This design comes from an exercise in tuning for small area, a short achievable clock period and few clock cycles per item on the open sky130 flow, not from production work.
RTL that was checked went through simulation tests only; none was proved equivalent to the original.
Power and IR drop assume default switching activity.

==> job 2077 <==
## round_robin_job_scheduler
module round_robin_job_scheduler (
   input  logic        clock,
   input  logic        reset,
   input  logic        req_valid,
   output logic        req_ready,
   input  logic        req_action,
   input  logic [3:0]  req_arrive_job,
   input  logic [15:0] req_burst_length,
   input  logic [15:0] req_io_complete_mask,
   input  logic        req_needs_io,
   output logic        rsp_valid,
   input  logic        rsp_ready,
   output logic [2:0]  rsp_event_res,
   output logic [3:0]  rsp_job_slot,
   output logic [15:0] rsp_remaining_after,
   output logic [15:0] rsp_tick_now,
   output logic [15:0] rsp_first_start,
   output logic [15:0] rsp_finish_tick,
   output logic [15:0] rsp_running_ticks,
   output logic [15:0] rsp_ready_ticks,
   output logic [15:0] rsp_waiting_io_ticks,
   output logic        rsp_all_done,
   input  logic        csr_valid,
   output logic        csr_ready,
   input  logic [7:0]  csr_data
);
clock: 10.0 ns
lec_check: 0
cap_margin: 20
core_margin: 2
core_utilization: 55
place_density: 0.7
setup_slack_margin: 4
slew_margin: 20
run.sh (not shown) runs the stock make flow with config.mk's settings and CLKGATE_MAP_FILE= SYNTH_SCRIPT=/design/flow/synth_recipe.tcl, a recipe that flattens the netlist after the stock synthesis.
==> inputs of job 7064, as changes to job 2077 <==
--- a/flow/design.v
+++ b/flow/design.v
@@ -80,20 +80,19 @@
    logic [15:0] sburst_ff;
    logic [15:0] smask_ff;
    logic        sio_ff;
    typedef struct packed {
       logic [2:0]    ev;
       logic [3:0]    slot;
-      logic          fin;        
       logic          done;
       logic [15:0]   tick;
       logic [15:0]   rem;
       logic [15:0]   run;
       logic [15:0]   rdy;
       logic [15:0]   iow;
-      logic [NJ-1:0] sel;        
+      logic [15:0]   start;
    } res_t;
    logic rv_ff, kv_ff;
    res_t res_ff, skd_ff, res_nx;
    logic [15:0]   rem_ff   [NJ];
    logic [15:0]   start_ff [NJ];
    logic [15:0]   run_ff   [NJ];
@@ -104,23 +103,26 @@
    logic [NJ-1:0] new_ff;                    
    logic          cpend_ff;                  
    logic [3:0]    q_ff [NJ];
    logic [3:0]    qh_ff, qt_ff;
    logic [4:0]    qn_ff;
    logic [3:0]    hd_ff;        
-   logic [NJ-1:0] hdoh_ff;      
    logic          le1h_ff;      
    logic          newh_ff;      
    logic          le1r_ff;      
    logic [3:0]    l_ff [NJ];
    logic [NJ-1:0] lv_ff;        
    logic          runv_ff;
    logic [3:0]    runs_ff;
-   logic [NJ-1:0] runoh_ff;
+   logic [3:0]    sq_ff;        
+   logic [NJ-1:0] selq_ff;      
+   logic [NJ-1:0] selqn_ff;     
    logic [7:0]    slice_ff;
    logic [7:0]    tsl_ff;
+   logic          expr_ff;      
+   logic          expd_ff;      
    logic [15:0]   tick_ff;      
    logic [4:0]    act_ff;       
    logic go, tick, last, qempty;
    assign tick   = iact_ff;
    assign go     = iv_ff && !kv_ff;
    assign qempty = (qn_ff == 5'd0);
@@ -147,34 +149,63 @@
          sel_r[i] = (ret_slot == 4'(i));
          sel_a[i] = (ijob_ff == 4'(i));
       end
    end
    assign disp      = !runv_ff && !qempty;
    assign have      = runv_ff || !qempty;
-   assign s         = runv_ff ? runs_ff : hd_ff;
-   assign sel_s     = runv_ff ? runoh_ff : hdoh_ff;
+   assign s         = sq_ff;
+   assign sel_s     = selq_ff;
    assign fin       = runv_ff ? le1r_ff : le1h_ff;
    assign first     = !runv_ff && newh_ff;
    always_comb begin
       rem_cur   = '0;
       run_cur   = '0;
       rdy_cur   = '0;
       iow_cur   = '0;
       start_cur = '0;
       for (int i = 0; i < NJ; i++) begin
-         rem_cur   |= sel_s[i] ? rem_ff[i]   : 16'd0;
-         run_cur   |= sel_s[i] ? run_ff[i]   : 16'd0;
+         rem_cur   |= !selqn_ff[i] ? rem_ff[i] : 16'd0;
+         run_cur   |= !selqn_ff[i] ? run_ff[i] : 16'd0;
          rdy_cur   |= sel_s[i] ? rdy_ff[i]   : 16'd0;
          iow_cur   |= sel_s[i] ? iow_ff[i]   : 16'd0;
+         start_cur |= sel_s[i] ? start_ff[i] : 16'd0;
       end
    end
    assign rem_new   = rem_cur - 16'd1;           
    assign run_new   = run_cur + 16'd1;           
    assign slice_inc = (&slice_ff) ? slice_ff : slice_ff + 8'd1;
-   assign exp_d     = (tsl_ff <= 8'd1);          
-   assign exp_r     = (slice_inc >= tsl_ff);
+   assign exp_d     = expd_ff;
+   assign exp_r     = expr_ff;
+   logic [7:0] slice_nx, tsl_nx;
+   always_comb begin
+      if (reset)       slice_nx = 8'd0;
+      else if (do_run) slice_nx = leaves ? 8'd0 : (runv_ff ? slice_inc : 8'd1);
+      else             slice_nx = slice_ff;
+      if (reset)          tsl_nx = SLICE_RESET;
+      else if (csr_valid) tsl_nx = csr_data;
+      else                tsl_nx = tsl_ff;
+   end
+   logic [7:0] slice_inc2, slice_ff1;
+   logic       c_leave, c_disp, c_cont, c_hold, expr_nx;
+   assign slice_inc2 = (&slice_inc) ? slice_inc : slice_inc + 8'd1;
+   assign slice_ff1  = (&slice_ff) ? slice_ff : slice_ff + 8'd1;
+   assign c_leave = (tsl_ff <= 8'd1);
+   assign c_disp  = (tsl_ff <= 8'd2);
+   assign c_cont  = (slice_inc2 >= tsl_ff);
+   assign c_hold  = (slice_ff1 >= tsl_nx);
+   always_comb begin
+      if (reset || csr_valid) expr_nx = c_hold;
+      else if (do_run)        expr_nx = leaves ? c_leave : (runv_ff ? c_cont : c_disp);
+      else                    expr_nx = expr_ff;
+   end
+   always_ff @(posedge clock) begin
+      slice_ff <= slice_nx;
+      tsl_ff   <= tsl_nx;
+      expr_ff  <= reset ? 1'b1 : expr_nx;
+      expd_ff  <= (tsl_nx <= 8'd1);
+   end
    assign to_io     = !fin && iio_ff;
    assign expire    = !fin && !iio_ff && (runv_ff ? exp_r : exp_d);
    assign leaves    = fin || to_io || expire;
    logic [1:0]  rdy_add;
    logic [16:0] rdy_sum;
    logic [15:0] rdy_rep, iow_rep;
@@ -243,13 +274,23 @@
          rdy_ff[i] <= dr;
          iow_ff[i] <= di;
       end
    end
    logic [3:0]    qt2, qh1, hd_nx, q_h1;
    logic [NJ-1:0] lv_rm, apos, hdoh_nx;
+   logic          runv_nx;
+   assign runv_nx = do_run ? !leaves : runv_ff;
    assign qt2  = qt_ff + {3'd0, push1};
+   logic [4:0] qn_a, qn_a1;
+   always_comb begin
+      case ({push1, pop})
+         2'b10:   begin qn_a = qn_ff + 5'd1; qn_a1 = qn_ff + 5'd2; end
+         2'b01:   begin qn_a = qn_ff - 5'd1; qn_a1 = qn_ff;        end
+         default: begin qn_a = qn_ff;        qn_a1 = qn_ff + 5'd1; end
+      endcase
+   end
    assign qh1  = qh_ff + 4'd1;
    assign q_h1 = q_ff[qh1];
    logic le1h_nx, newh_nx, le1_h1, new_h1, le1_ret;
    assign le1_h1  = le1_ff[q_h1];
    assign new_h1  = new_ff[q_h1];
    assign le1_ret = |(sel_r & le1_ff);
@@ -281,27 +322,29 @@
             l_ff[p] <= s;
          end else if (do_ret && ge[p] && p < NJ - 1) begin
             l_ff[p] <= l_ff[(p < NJ - 1) ? p + 1 : p];
          end
       end
       hd_ff   <= hd_nx;
-      hdoh_ff <= hdoh_nx;
+      sq_ff   <= runv_nx ? s : hd_nx;
+      selq_ff <= runv_nx ? sel_s : hdoh_nx;
+      selqn_ff <= ~(runv_nx ? sel_s : hdoh_nx);
       le1h_ff <= le1h_nx;
       newh_ff <= newh_nx;
       if (do_run) le1r_ff <= wd_le1;
    end
    logic [15:0] mask_cmp;
    always_comb begin
       for (int p = 0; p < NJ; p++) begin
          mask_cmp[p] = (ge[p] && p < NJ - 1) ? imask_ff[(p < NJ - 1) ? p + 1 : p] : imask_ff[p];
       end
    end
    logic acc, act0, act1, fin_run, ifree;
+   assign ifree     = !iv_ff || (go && last);
    assign req_ready = !sv_ff;
    assign acc       = req_valid && !sv_ff;
-   assign ifree     = !iv_ff || (go && last);
    assign act0      = (act_ff == 5'd0);
    assign act1      = (act_ff == 5'd1);
    assign fin_run   = do_run && fin;
    always_ff @(posedge clock) begin
       if (reset) begin
          iv_ff    <= 1'b0;
@@ -315,19 +358,15 @@
          qh_ff    <= '0;
          qt_ff    <= '0;
          qn_ff    <= '0;
          lv_ff    <= '0;
          runv_ff  <= 1'b0;
          runs_ff  <= '0;
-         runoh_ff <= '0;
-         slice_ff <= '0;
-         tsl_ff   <= SLICE_RESET;
          tick_ff  <= '0;
          act_ff   <= '0;
       end else begin
-         if (csr_valid) tsl_ff <= csr_data;
          if (ifree) begin
             iv_ff <= acc || sv_ff;
             sv_ff <= 1'b0;
          end else if (acc) begin
             sv_ff <= 1'b1;
          end
@@ -340,19 +379,17 @@
          cpend_ff <= cnt;
          phr_ff <= phr_nx;
          phi_ff <= phi_nx;
          if (fin_run) phd_ff <= phd_ff | sel_s;
          qt_ff <= qt_ff + {3'd0, push1} + {3'd0, push2};
          qh_ff <= qh_ff + {3'd0, pop};
-         qn_ff <= qn_ff + {4'd0, push1} + {4'd0, push2} - {4'd0, pop};
+         qn_ff <= push2 ? qn_a1 : qn_a;
          lv_ff <= app ? (lv_rm | apos) : lv_rm;
          if (do_run) begin
             runv_ff  <= !leaves;
             runs_ff  <= s;
-            runoh_ff <= sel_s;
-            slice_ff <= leaves ? 8'd0 : (runv_ff ? slice_inc : 8'd1);
          end
          if (cnt && !(&tick_ff)) tick_ff <= tick_ff + 16'd1;
          if (fin_run)     act_ff <= act_ff - 5'd1;
          else if (do_adm) act_ff <= act_ff + 5'd1;
       end
    end
@@ -387,14 +424,13 @@
          res_nx.ev   = admit ? EV_ADMIT : EV_REJECT;
          res_nx.slot = ijob_ff;
          res_nx.rem  = admit ? iburst_ff : 16'd0;
          res_nx.done = act0 && !admit;
       end else begin
          res_nx.slot = have ? s : 4'd0;
-         res_nx.sel  = have ? sel_s : '0;
-         res_nx.fin  = have && fin;
+         res_nx.start = !have ? 16'd0 : (first ? now : start_cur);
          res_nx.rem  = have ? rem_new : 16'd0;
          res_nx.run  = have ? run_new : 16'd0;
          res_nx.rdy  = have ? rdy_rep : 16'd0;
          res_nx.iow  = have ? iow_rep : 16'd0;
          res_nx.done = act0 || (act1 && have && fin);
          if (!have)       res_nx.ev = EV_IDLE;
@@ -403,30 +439,28 @@
          else if (expire) res_nx.ev = EV_EXPIRE;
          else             res_nx.ev = EV_RAN;
       end
    end
    always_ff @(posedge clock) begin
       if (kv_ff) begin
-         if (rsp_ready) res_ff <= skd_ff;
+         if (rsp_ready) begin
+            res_ff      <= skd_ff;
+            res_ff.tick <= res_ff.tick + {15'd0, (res_ff.ev >= EV_IDLE) && !(&res_ff.tick)};
+         end
       end else if (do_end) begin
          if (rv_ff && !rsp_ready) skd_ff <= res_nx;
          else                     res_ff <= res_nx;
       end
    end
-   logic [15:0] o_start;
-   always_comb begin
-      o_start = '0;
-      for (int i = 0; i < NJ; i++) o_start |= res_ff.sel[i] ? start_ff[i] : 16'd0;
-   end
    assign rsp_valid            = rv_ff;
    assign rsp_event_res        = res_ff.ev;
    assign rsp_job_slot         = res_ff.slot;
    assign rsp_tick_now         = res_ff.tick;
    assign rsp_all_done         = res_ff.done;
    assign rsp_remaining_after  = res_ff.rem;
-   assign rsp_first_start      = o_start;
-   assign rsp_finish_tick      = res_ff.fin ? res_ff.tick : 16'd0;
+   assign rsp_first_start      = res_ff.start;
+   assign rsp_finish_tick      = (res_ff.ev == EV_FINISH) ? res_ff.tick : 16'd0;
    assign rsp_running_ticks    = res_ff.run;
    assign rsp_ready_ticks      = res_ff.rdy;
    assign rsp_waiting_io_ticks = res_ff.iow;
    assign csr_ready            = 1'b1;
 endmodule
==> flow/flow/run.sh (new file) <==
#!/bin/bash
set -o pipefail
sed -E 's/SETUP_SLACK_MARGIN=[0-9.]+/SETUP_SLACK_MARGIN=6/' standard.sh > standard_m6.sh
grep -q 'SETUP_SLACK_MARGIN=6' standard_m6.sh || exit 1
bash standard_m6.sh > standard.log 2>&1
==> flow/standard.sh (new file) <==
#!/bin/bash
# synth_recipe.tcl (not shown) runs the flow's synth.tcl, then flattens the netlist and writes it again
# the make line also repeats each setting of config.mk as NAME=value (left out here)
make -C /OpenROAD-flow-scripts/flow DESIGN_CONFIG=/design/flow/config.mk WORK_HOME=/design/flow/orfs CLKGATE_MAP_FILE= SYNTH_SCRIPT=/design/flow/synth_recipe.tcl "${@:-finish}"
- CAP_MARGIN: 20 -> 30
- CORE_UTILIZATION: 55 -> 68
- CTS_CLUSTER_DIAMETER: not set -> 70
- CTS_CLUSTER_SIZE: not set -> 30
- PLACE_DENSITY: 0.7 -> 0.8
- SETUP_SLACK_MARGIN: 4 -> 5
removed: flow/run.sh
==> inputs of job 7429, as changes to job 2077 <==
--- a/flow/design.v
+++ b/flow/design.v
@@ -80,20 +80,19 @@
    logic [15:0] sburst_ff;
    logic [15:0] smask_ff;
    logic        sio_ff;
    typedef struct packed {
       logic [2:0]    ev;
       logic [3:0]    slot;
-      logic          fin;        
       logic          done;
       logic [15:0]   tick;
       logic [15:0]   rem;
       logic [15:0]   run;
       logic [15:0]   rdy;
       logic [15:0]   iow;
-      logic [NJ-1:0] sel;        
+      logic [15:0]   start;
    } res_t;
    logic rv_ff, kv_ff;
    res_t res_ff, skd_ff, res_nx;
    logic [15:0]   rem_ff   [NJ];
    logic [15:0]   start_ff [NJ];
    logic [15:0]   run_ff   [NJ];
@@ -104,23 +103,25 @@
    logic [NJ-1:0] new_ff;                    
    logic          cpend_ff;                  
    logic [3:0]    q_ff [NJ];
    logic [3:0]    qh_ff, qt_ff;
    logic [4:0]    qn_ff;
    logic [3:0]    hd_ff;        
-   logic [NJ-1:0] hdoh_ff;      
    logic          le1h_ff;      
    logic          newh_ff;      
    logic          le1r_ff;      
    logic [3:0]    l_ff [NJ];
    logic [NJ-1:0] lv_ff;        
    logic          runv_ff;
    logic [3:0]    runs_ff;
-   logic [NJ-1:0] runoh_ff;
+   logic [3:0]    sq_ff;        
+   logic [NJ-1:0] selq_ff;      
    logic [7:0]    slice_ff;
    logic [7:0]    tsl_ff;
+   logic          expr_ff;      
+   logic          expd_ff;      
    logic [15:0]   tick_ff;      
    logic [4:0]    act_ff;       
    logic go, tick, last, qempty;
    assign tick   = iact_ff;
    assign go     = iv_ff && !kv_ff;
    assign qempty = (qn_ff == 5'd0);
@@ -147,34 +148,63 @@
          sel_r[i] = (ret_slot == 4'(i));
          sel_a[i] = (ijob_ff == 4'(i));
       end
    end
    assign disp      = !runv_ff && !qempty;
    assign have      = runv_ff || !qempty;
-   assign s         = runv_ff ? runs_ff : hd_ff;
-   assign sel_s     = runv_ff ? runoh_ff : hdoh_ff;
+   assign s         = sq_ff;
+   assign sel_s     = selq_ff;
    assign fin       = runv_ff ? le1r_ff : le1h_ff;
    assign first     = !runv_ff && newh_ff;
    always_comb begin
       rem_cur   = '0;
       run_cur   = '0;
       rdy_cur   = '0;
       iow_cur   = '0;
       start_cur = '0;
       for (int i = 0; i < NJ; i++) begin
-         rem_cur   |= sel_s[i] ? rem_ff[i]   : 16'd0;
-         run_cur   |= sel_s[i] ? run_ff[i]   : 16'd0;
+         rem_cur   |= sel_s[i] ? rem_ff[i] : 16'd0;
+         run_cur   |= sel_s[i] ? run_ff[i] : 16'd0;
          rdy_cur   |= sel_s[i] ? rdy_ff[i]   : 16'd0;
          iow_cur   |= sel_s[i] ? iow_ff[i]   : 16'd0;
+         start_cur |= sel_s[i] ? start_ff[i] : 16'd0;
       end
    end
    assign rem_new   = rem_cur - 16'd1;           
    assign run_new   = run_cur + 16'd1;           
    assign slice_inc = (&slice_ff) ? slice_ff : slice_ff + 8'd1;
-   assign exp_d     = (tsl_ff <= 8'd1);          
-   assign exp_r     = (slice_inc >= tsl_ff);
+   assign exp_d     = expd_ff;
+   assign exp_r     = expr_ff;
+   logic [7:0] slice_nx, tsl_nx;
+   always_comb begin
+      if (reset)       slice_nx = 8'd0;
+      else if (do_run) slice_nx = leaves ? 8'd0 : (runv_ff ? slice_inc : 8'd1);
+      else             slice_nx = slice_ff;
+      if (reset)          tsl_nx = SLICE_RESET;
+      else if (csr_valid) tsl_nx = csr_data;
+      else                tsl_nx = tsl_ff;
+   end
+   logic [7:0] slice_inc2, slice_ff1;
+   logic       c_leave, c_disp, c_cont, c_hold, expr_nx;
+   assign slice_inc2 = (&slice_inc) ? slice_inc : slice_inc + 8'd1;
+   assign slice_ff1  = (&slice_ff) ? slice_ff : slice_ff + 8'd1;
+   assign c_leave = (tsl_ff <= 8'd1);
+   assign c_disp  = (tsl_ff <= 8'd2);
+   assign c_cont  = (slice_inc2 >= tsl_ff);
+   assign c_hold  = (slice_ff1 >= tsl_nx);
+   always_comb begin
+      if (reset || csr_valid) expr_nx = c_hold;
+      else if (do_run)        expr_nx = leaves ? c_leave : (runv_ff ? c_cont : c_disp);
+      else                    expr_nx = expr_ff;
+   end
+   always_ff @(posedge clock) begin
+      slice_ff <= slice_nx;
+      tsl_ff   <= tsl_nx;
+      expr_ff  <= reset ? 1'b1 : expr_nx;
+      expd_ff  <= (tsl_nx <= 8'd1);
+   end
    assign to_io     = !fin && iio_ff;
    assign expire    = !fin && !iio_ff && (runv_ff ? exp_r : exp_d);
    assign leaves    = fin || to_io || expire;
    logic [1:0]  rdy_add;
    logic [16:0] rdy_sum;
    logic [15:0] rdy_rep, iow_rep;
@@ -243,13 +273,23 @@
          rdy_ff[i] <= dr;
          iow_ff[i] <= di;
       end
    end
    logic [3:0]    qt2, qh1, hd_nx, q_h1;
    logic [NJ-1:0] lv_rm, apos, hdoh_nx;
+   logic          runv_nx;
+   assign runv_nx = do_run ? !leaves : runv_ff;
    assign qt2  = qt_ff + {3'd0, push1};
+   logic [4:0] qn_a, qn_a1;
+   always_comb begin
+      case ({push1, pop})
+         2'b10:   begin qn_a = qn_ff + 5'd1; qn_a1 = qn_ff + 5'd2; end
+         2'b01:   begin qn_a = qn_ff - 5'd1; qn_a1 = qn_ff;        end
+         default: begin qn_a = qn_ff;        qn_a1 = qn_ff + 5'd1; end
+      endcase
+   end
    assign qh1  = qh_ff + 4'd1;
    assign q_h1 = q_ff[qh1];
    logic le1h_nx, newh_nx, le1_h1, new_h1, le1_ret;
    assign le1_h1  = le1_ff[q_h1];
    assign new_h1  = new_ff[q_h1];
    assign le1_ret = |(sel_r & le1_ff);
@@ -281,27 +321,28 @@
             l_ff[p] <= s;
          end else if (do_ret && ge[p] && p < NJ - 1) begin
             l_ff[p] <= l_ff[(p < NJ - 1) ? p + 1 : p];
          end
       end
       hd_ff   <= hd_nx;
-      hdoh_ff <= hdoh_nx;
+      sq_ff   <= runv_nx ? s : hd_nx;
+      selq_ff <= runv_nx ? sel_s : hdoh_nx;
       le1h_ff <= le1h_nx;
       newh_ff <= newh_nx;
       if (do_run) le1r_ff <= wd_le1;
    end
    logic [15:0] mask_cmp;
    always_comb begin
       for (int p = 0; p < NJ; p++) begin
          mask_cmp[p] = (ge[p] && p < NJ - 1) ? imask_ff[(p < NJ - 1) ? p + 1 : p] : imask_ff[p];
       end
    end
    logic acc, act0, act1, fin_run, ifree;
+   assign ifree     = !iv_ff || (go && last);
    assign req_ready = !sv_ff;
    assign acc       = req_valid && !sv_ff;
-   assign ifree     = !iv_ff || (go && last);
    assign act0      = (act_ff == 5'd0);
    assign act1      = (act_ff == 5'd1);
    assign fin_run   = do_run && fin;
    always_ff @(posedge clock) begin
       if (reset) begin
          iv_ff    <= 1'b0;
@@ -315,19 +356,15 @@
          qh_ff    <= '0;
          qt_ff    <= '0;
          qn_ff    <= '0;
          lv_ff    <= '0;
          runv_ff  <= 1'b0;
          runs_ff  <= '0;
-         runoh_ff <= '0;
-         slice_ff <= '0;
-         tsl_ff   <= SLICE_RESET;
          tick_ff  <= '0;
          act_ff   <= '0;
       end else begin
-         if (csr_valid) tsl_ff <= csr_data;
          if (ifree) begin
             iv_ff <= acc || sv_ff;
             sv_ff <= 1'b0;
          end else if (acc) begin
             sv_ff <= 1'b1;
          end
@@ -340,19 +377,17 @@
          cpend_ff <= cnt;
          phr_ff <= phr_nx;
          phi_ff <= phi_nx;
          if (fin_run) phd_ff <= phd_ff | sel_s;
          qt_ff <= qt_ff + {3'd0, push1} + {3'd0, push2};
          qh_ff <= qh_ff + {3'd0, pop};
-         qn_ff <= qn_ff + {4'd0, push1} + {4'd0, push2} - {4'd0, pop};
+         qn_ff <= push2 ? qn_a1 : qn_a;
          lv_ff <= app ? (lv_rm | apos) : lv_rm;
          if (do_run) begin
             runv_ff  <= !leaves;
             runs_ff  <= s;
-            runoh_ff <= sel_s;
-            slice_ff <= leaves ? 8'd0 : (runv_ff ? slice_inc : 8'd1);
          end
          if (cnt && !(&tick_ff)) tick_ff <= tick_ff + 16'd1;
          if (fin_run)     act_ff <= act_ff - 5'd1;
          else if (do_adm) act_ff <= act_ff + 5'd1;
       end
    end
@@ -387,14 +422,13 @@
          res_nx.ev   = admit ? EV_ADMIT : EV_REJECT;
          res_nx.slot = ijob_ff;
          res_nx.rem  = admit ? iburst_ff : 16'd0;
          res_nx.done = act0 && !admit;
       end else begin
          res_nx.slot = have ? s : 4'd0;
-         res_nx.sel  = have ? sel_s : '0;
-         res_nx.fin  = have && fin;
+         res_nx.start = !have ? 16'd0 : (first ? now : start_cur);
          res_nx.rem  = have ? rem_new : 16'd0;
          res_nx.run  = have ? run_new : 16'd0;
          res_nx.rdy  = have ? rdy_rep : 16'd0;
          res_nx.iow  = have ? iow_rep : 16'd0;
          res_nx.done = act0 || (act1 && have && fin);
          if (!have)       res_nx.ev = EV_IDLE;
@@ -403,30 +437,28 @@
          else if (expire) res_nx.ev = EV_EXPIRE;
          else             res_nx.ev = EV_RAN;
       end
    end
    always_ff @(posedge clock) begin
       if (kv_ff) begin
-         if (rsp_ready) res_ff <= skd_ff;
+         if (rsp_ready) begin
+            res_ff      <= skd_ff;
+            res_ff.tick <= res_ff.tick + {15'd0, (res_ff.ev >= EV_IDLE) && !(&res_ff.tick)};
+         end
       end else if (do_end) begin
          if (rv_ff && !rsp_ready) skd_ff <= res_nx;
          else                     res_ff <= res_nx;
       end
    end
-   logic [15:0] o_start;
-   always_comb begin
-      o_start = '0;
-      for (int i = 0; i < NJ; i++) o_start |= res_ff.sel[i] ? start_ff[i] : 16'd0;
-   end
    assign rsp_valid            = rv_ff;
    assign rsp_event_res        = res_ff.ev;
    assign rsp_job_slot         = res_ff.slot;
    assign rsp_tick_now         = res_ff.tick;
    assign rsp_all_done         = res_ff.done;
    assign rsp_remaining_after  = res_ff.rem;
-   assign rsp_first_start      = o_start;
-   assign rsp_finish_tick      = res_ff.fin ? res_ff.tick : 16'd0;
+   assign rsp_first_start      = res_ff.start;
+   assign rsp_finish_tick      = (res_ff.ev == EV_FINISH) ? res_ff.tick : 16'd0;
    assign rsp_running_ticks    = res_ff.run;
    assign rsp_ready_ticks      = res_ff.rdy;
    assign rsp_waiting_io_ticks = res_ff.iow;
    assign csr_ready            = 1'b1;
 endmodule
==> flow/flow/run.sh (new file) <==
#!/bin/bash
set -o pipefail
sed -E 's/SETUP_SLACK_MARGIN=[0-9.]+/SETUP_SLACK_MARGIN=6/' standard.sh > standard_m6.sh
grep -q 'SETUP_SLACK_MARGIN=6' standard_m6.sh || exit 1
bash standard_m6.sh > standard.log 2>&1
==> flow/standard.sh (new file) <==
#!/bin/bash
# synth_recipe.tcl (not shown) runs the flow's synth.tcl, then flattens the netlist and writes it again
# the make line also repeats each setting of config.mk as NAME=value (left out here)
make -C /OpenROAD-flow-scripts/flow DESIGN_CONFIG=/design/flow/config.mk WORK_HOME=/design/flow/orfs CLKGATE_MAP_FILE= SYNTH_SCRIPT=/design/flow/synth_recipe.tcl "${@:-finish}"
- CAP_MARGIN: 20 -> 30
- CTS_CLUSTER_DIAMETER: not set -> 70
- CTS_CLUSTER_SIZE: not set -> 30
- SETUP_SLACK_MARGIN: 4 -> 5
removed: flow/run.sh
==> comparison <==
- In job 7064 the wire length is larger than in job 2077, by 3.9%.
- The highest die area belongs to job 2077, the lowest to job 7064.
- Design area, lowest first: job 2077, job 7429, job 7064.
- Against job 7064, the worst setup slack of job 7429 is lower by 0.078 ns.
- Register-to-register slack: job 2077 < job 7064 < job 7429.
- Clock skew: job 7064 < job 2077 < job 7429.
- In job 2077 the via count is smaller than in job 7429, by 2.1%.
- The highest clock power belongs to job 2077, the lowest to job 7064.
Testbench counts of job 7064, summed over its fixed seeds: cycles 6,267, items 6,000.
Testbench counts of job 7429, summed over its fixed seeds: cycles 6,267, items 6,000.
Function not checked in job 2077: the RTL went through the layout flow alone.

-- static timing again, ports no longer ideal --
The results above use ideal ports. As a check the final layouts listed here were re-extracted and re-timed, cells and wires unchanged. Step 1 (the two cells are an assumption about what drives the block):
set clk [get_ports {clock}]
set_driving_cell -lib_cell sky130_fd_sc_hd__clkbuf_16 $clk
set_driving_cell -lib_cell sky130_fd_sc_hd__buf_2 [delete_from_list [all_inputs] $clk]
Step 2 also shifts input and output timing later by t, the mid clock arrival at the registers, as if the neighbouring blocks saw the same clock. a / b / c = ideal / step 1 / step 2; a / b = the first two.
run | shift t [ns] | setup slack, ns | worst slew at a driven data input, ns
job 2077 | 0.900 | 4.251 / 4.251 / 4.251 | 0.12
job 7064 | 0.832 | 5.844 / 5.762 / 5.351 | 0.06
job 7429 | 0.857 | 5.766 / 5.681 / 5.302 | 0.04
After both steps setup and hold are still met in every run listed. The setup slack of job 7064, which loses most, moves by -0.082 ns with the drivers and by -0.493 ns with both steps.
